What follows belongs to an exercise in optimizing a design on an open flow for small area, a short achievable clock period and few clock cycles per item; a production flow would make more cautious choices.
In this exercise RTL edits were held to simulation tests only and were not proved equivalent to the original.

Setup of old:
// column_running_statistics_unit
module column_running_statistics_unit #(
	parameter int DATA_WIDTH  = 32,
	parameter int COUNT_WIDTH = 32,
	parameter int FRAC_BITS   = 8
) (
	input  logic                clk,
	input  logic                arst_n,
	input  logic                cfg_we,
	input  logic                cfg_wdata,
	input  logic                s_tvalid,
	output logic                s_tready,
	input  logic [((DATA_WIDTH+7)/8)*8-1:0] s_tdata,
	input  logic                s_tuser,
	output logic                m_tvalid,
	input  logic                m_tready,
	output logic [((2*DATA_WIDTH + 64 + (((DATA_WIDTH+FRAC_BITS) > 64) ? 64 :
		(DATA_WIDTH+FRAC_BITS)) + 2*COUNT_WIDTH + 7)/8)*8-1:0] m_tdata,
	output logic                m_tuser
);
For scale: about 4100 flip-flops, roughly 270 I/O pins, about 210000 sq um of cells after synthesis.
==> module csu_div, before the edit <==
module csu_div #(
	parameter int COUNT_WIDTH = 32,
	parameter int FRAC_BITS   = 8,
	parameter int MEAN_W      = 40,
	parameter int BEAT_W      = 34
) (
	input  logic                      clk,
	input  logic                      arst_n,
	input  logic                      new_vld,
	input  logic [csu_pkg::SUM_W-1:0] new_sum,
	input  logic [COUNT_WIDTH-1:0]    new_cnt,
	input  logic [BEAT_W-1:0]         new_beat,
	input  logic                      recirc,
	output logic                      out_vld,
	output logic [MEAN_W-1:0]         out_mean,
	output logic [BEAT_W-1:0]         out_beat,
	output logic                      last_vld
);
	localparam int SUM_W = csu_pkg::SUM_W;
	localparam int CW    = COUNT_WIDTH;
	localparam int QW    = MEAN_W;
	localparam int NDIV  = QW / 2;
	localparam int LAST  = NDIV + 1;        
	logic              s0_vld;
	logic [SUM_W-1:0]  s0_sum;
	logic [CW-1:0]     s0_cnt;
	logic [BEAT_W-1:0] s0_beat;
	logic [LAST:1]             vld_q;
	logic [LAST:1][CW-1:0]     rem_q;
	logic [LAST:1][QW-1:0]     lo_q;
	logic [LAST:1][CW-1:0]     nc_q;
	logic [LAST:1][CW+1:0]     n3_q;
	logic [LAST:1]             neg_q;
	logic [LAST:1][BEAT_W-1:0] beat_q;
	logic              p_vld;
	logic [QW-1:0]     p_mean;
	logic [BEAT_W-1:0] p_beat;
	always_ff @(posedge clk or negedge arst_n) begin
		if (!arst_n) begin
			s0_vld <= 1'b0;
		end else begin
			s0_vld <= recirc || new_vld;
		end
	end
	always_ff @(posedge clk) begin
		if (recirc) begin
			s0_sum  <= SUM_W'($signed(p_mean));
			s0_cnt  <= CW'(1) << FRAC_BITS;
			s0_beat <= p_beat;
		end else begin
			s0_sum  <= new_sum;
			s0_cnt  <= new_cnt;
			s0_beat <= new_beat;
		end
	end
	logic             s0_zero;
	logic             s0_sneg;
	logic [SUM_W-1:0] s0_nz;
	logic [SUM_W-1:0] s0_mag;
	logic [CW-1:0]    s0_nc;
	logic [CW+1:0]    s0_n3;
	assign s0_zero = (s0_cnt == '0);
	assign s0_sneg = s0_sum[SUM_W-1];
	assign s0_nz = csu_pkg::below_or64(s0_sum);
	assign s0_mag = s0_sum ^ (s0_nz & {SUM_W{s0_sneg}});
	assign s0_nc  = ~s0_cnt + CW'(1);
	assign s0_n3  = {2'b11, ~s0_cnt} + {1'b1, ~s0_cnt, 1'b1} + (CW+2)'(2);
	always_ff @(posedge clk or negedge arst_n) begin
		if (!arst_n) begin
			vld_q[1] <= 1'b0;
		end else begin
			vld_q[1] <= s0_vld;
		end
	end
	always_ff @(posedge clk) begin
		rem_q[1]  <= s0_zero ? '0 : s0_mag[SUM_W-1:SUM_W-CW];
		lo_q[1]   <= s0_zero ? '0 : {s0_mag[SUM_W-CW-1:0], FRAC_BITS'(0)};
		nc_q[1]   <= s0_zero ? '1 : s0_nc;
		n3_q[1]   <= s0_zero ? ((CW+2)'(0) - (CW+2)'(3)) : s0_n3;
		neg_q[1]  <= !s0_zero && s0_sneg;
		beat_q[1] <= s0_beat;
	end
	for (genvar i = 2; i <= LAST; i++) begin : g_div
		logic [CW+2:0] x;
		logic [CW+3:0] t1;
		logic [CW+3:0] t2;
		logic [CW+3:0] t3;
		logic          g1;
		logic          g2;
		logic          g3;
		logic [CW-1:0] rem_n;
		logic [QW-1:0] lo_n;
		logic [CW-1:0] nc_n;
		logic [CW+1:0] n3_n;
		assign x  = {1'b0, rem_q[i-1], lo_q[i-1][QW-1:QW-2]};
		assign t1 = {1'b0, x} + {1'b0, 3'b111, nc_q[i-1]};
		assign t2 = {1'b0, x} + {1'b0, 2'b11, nc_q[i-1], 1'b0};
		assign t3 = {1'b0, x} + {1'b0, 1'b1, n3_q[i-1]};
		assign g1 = t1[CW+3];
		assign g2 = t2[CW+3];
		assign g3 = t3[CW+3];
		if (i == 2) begin : g_first
			logic [CW+3:0] t4;
			logic          ovf;
			logic [QW-1:0] lim;
			assign t4  = {1'b0, x} + {1'b0, 1'b1, nc_q[i-1], 2'b00};
			assign ovf = t4[CW+3];
			assign lim = neg_q[i-1] ? (QW'(1) << (QW - 1)) : ((QW'(1) << (QW - 1)) - 1'b1);
			assign rem_n = ovf ? CW'({FRAC_BITS{!neg_q[i-1]}}) :
				(g3 ? t3[CW-1:0] : (g2 ? t2[CW-1:0] : (g1 ? t1[CW-1:0] : x[CW-1:0])));
			assign lo_n  = ovf ? {lim[QW-FRAC_BITS-3:0], FRAC_BITS'(0), lim[QW-1:QW-2]} :
				{lo_q[i-1][QW-3:0], g2, g3 || (g1 && !g2)};
			assign nc_n  = ovf ? (CW'(0) - (CW'(1) << FRAC_BITS)) : nc_q[i-1];
			assign n3_n  = ovf ? ((CW+2)'(0) - (CW+2)'(3 << FRAC_BITS)) : n3_q[i-1];
		end else begin : g_next
			assign rem_n = g3 ? t3[CW-1:0] : (g2 ? t2[CW-1:0] : (g1 ? t1[CW-1:0] : x[CW-1:0]));
			assign lo_n  = {lo_q[i-1][QW-3:0], g2, g3 || (g1 && !g2)};
			assign nc_n  = nc_q[i-1];
			assign n3_n  = n3_q[i-1];
		end
		always_ff @(posedge clk or negedge arst_n) begin
			if (!arst_n) begin
				vld_q[i] <= 1'b0;
			end else begin
				vld_q[i] <= vld_q[i-1];
			end
		end
		always_ff @(posedge clk) begin
			rem_q[i]  <= rem_n;
			lo_q[i]   <= lo_n;
			nc_q[i]   <= nc_n;
			n3_q[i]   <= n3_n;
			neg_q[i]  <= neg_q[i-1];
			beat_q[i] <= beat_q[i-1];
		end
	end
	logic [QW-1:0] quo;
	logic          qneg;
	logic [QW-1:0] qnz;
	logic [QW-1:0] mean_n;
	assign quo  = lo_q[LAST];
	assign qneg = neg_q[LAST];
	assign qnz = QW'(csu_pkg::below_or64(64'(quo)));
	assign mean_n = quo[QW-1] ? {qneg, {(QW-1){!qneg}}} : (quo ^ (qnz & {QW{qneg}}));
	always_ff @(posedge clk or negedge arst_n) begin
		if (!arst_n) begin
			p_vld <= 1'b0;
		end else begin
			p_vld <= vld_q[LAST];
		end
	end
	always_ff @(posedge clk) begin
		p_mean <= mean_n;
		p_beat <= beat_q[LAST];
	end
	assign out_vld  = p_vld;
	assign out_mean = p_mean;
	assign out_beat = p_beat;
	assign last_vld = vld_q[LAST];
endmodule
Settings: LEC_CHECK=0, CAP_MARGIN=20, CORE_MARGIN=2, CORE_UTILIZATION=40, SETUP_SLACK_MARGIN=3.0, SLEW_MARGIN=20; clock period 7.0 ns.
run.sh (not shown) runs the stock make flow with config.mk's settings and CLKGATE_MAP_FILE= SYNTH_SCRIPT=/design/flow/synth_recipe.tcl, a recipe that flattens the netlist after the stock synthesis.
No stage failed in old, and the final checks on the layout all came back clean.
Testbench counts of old, summed over its fixed seeds: cycles 3,408, items 3,200.
diff inputs: old => new
--- a/flow/design.v
+++ b/flow/design.v
@@ -200,29 +200,14 @@
 		assign t2 = {1'b0, x} + {1'b0, 2'b11, nc_q[i-1], 1'b0};
 		assign t3 = {1'b0, x} + {1'b0, 1'b1, n3_q[i-1]};
 		assign g1 = t1[CW+3];
 		assign g2 = t2[CW+3];
 		assign g3 = t3[CW+3];
-		if (i == 2) begin : g_first
-			logic [CW+3:0] t4;
-			logic          ovf;
-			logic [QW-1:0] lim;
-			assign t4  = {1'b0, x} + {1'b0, 1'b1, nc_q[i-1], 2'b00};
-			assign ovf = t4[CW+3];
-			assign lim = neg_q[i-1] ? (QW'(1) << (QW - 1)) : ((QW'(1) << (QW - 1)) - 1'b1);
-			assign rem_n = ovf ? CW'({FRAC_BITS{!neg_q[i-1]}}) :
-				(g3 ? t3[CW-1:0] : (g2 ? t2[CW-1:0] : (g1 ? t1[CW-1:0] : x[CW-1:0])));
-			assign lo_n  = ovf ? {lim[QW-FRAC_BITS-3:0], FRAC_BITS'(0), lim[QW-1:QW-2]} :
-				{lo_q[i-1][QW-3:0], g2, g3 || (g1 && !g2)};
-			assign nc_n  = ovf ? (CW'(0) - (CW'(1) << FRAC_BITS)) : nc_q[i-1];
-			assign n3_n  = ovf ? ((CW+2)'(0) - (CW+2)'(3 << FRAC_BITS)) : n3_q[i-1];
-		end else begin : g_next
-			assign rem_n = g3 ? t3[CW-1:0] : (g2 ? t2[CW-1:0] : (g1 ? t1[CW-1:0] : x[CW-1:0]));
-			assign lo_n  = {lo_q[i-1][QW-3:0], g2, g3 || (g1 && !g2)};
-			assign nc_n  = nc_q[i-1];
-			assign n3_n  = n3_q[i-1];
-		end
+		assign rem_n = g3 ? t3[CW-1:0] : (g2 ? t2[CW-1:0] : (g1 ? t1[CW-1:0] : x[CW-1:0]));
+		assign lo_n  = {lo_q[i-1][QW-3:0], g2, g3 || (g1 && !g2)};
+		assign nc_n  = nc_q[i-1];
+		assign n3_n  = n3_q[i-1];
 		always_ff @(posedge clk or negedge arst_n) begin
 			if (!arst_n) begin
 				vld_q[i] <= 1'b0;
 			end else begin
 				vld_q[i] <= vld_q[i-1];
### Flow results
On synthesis-to-layout area growth, new and old are neck and neck.
new against old: total wire length after detailed routing went down about 12%, post-layout utilization of the core held, half-perimeter wire length after placement went down about 14%, final area went down 3800 sq um.
Relative to old, clock period minus worst slack decreased by 0.0089 ns in new.
Between new and old, the difference in fmax is negligible.
Summary: with old as the reference, total nets after synthesis in new moved down slightly.
Testbench counts of new, summed over its fixed seeds: cycles 3,408, items 3,200.

-- afterwards: timing with drivers on the ports --
The results above use ideal ports. As a check the final layouts listed here were re-extracted and re-timed, cells and wires unchanged. Step 1 (the two cells are an assumption about what drives the block):
set clk [get_ports {clk}]
set_driving_cell -lib_cell sky130_fd_sc_hd__clkbuf_16 $clk
set_driving_cell -lib_cell sky130_fd_sc_hd__buf_2 [delete_from_list [all_inputs] $clk]
Step 2 adds t to the input delays and takes it off the output delays; t is the mean of the earliest and latest rising clock arrival at the registers after step 1. Input paths then give back, and output paths get back, about the clock's delay inside the block. Three values: ideal ports, drivers, drivers and shift; two values: the first two.
run | t, ns | slack for setup (ns) | latest minus earliest clock arrival (ns) | slew at the worst register clock pin (ns) | worst slew at a driven data input, ns
old | 1.131 | 2.819 / 2.819 / 2.190 | 0.101 / 0.101 | 0.07 / 0.07 | 0.07
new | 1.113 | 2.828 / 2.828 / 2.094 | 0.082 / 0.082 | 0.07 / 0.07 | 0.13
After both steps setup and hold are still met in every run listed. The setup slack of new, which loses most, moves by 0.000 ns with the drivers and by -0.734 ns with both steps.
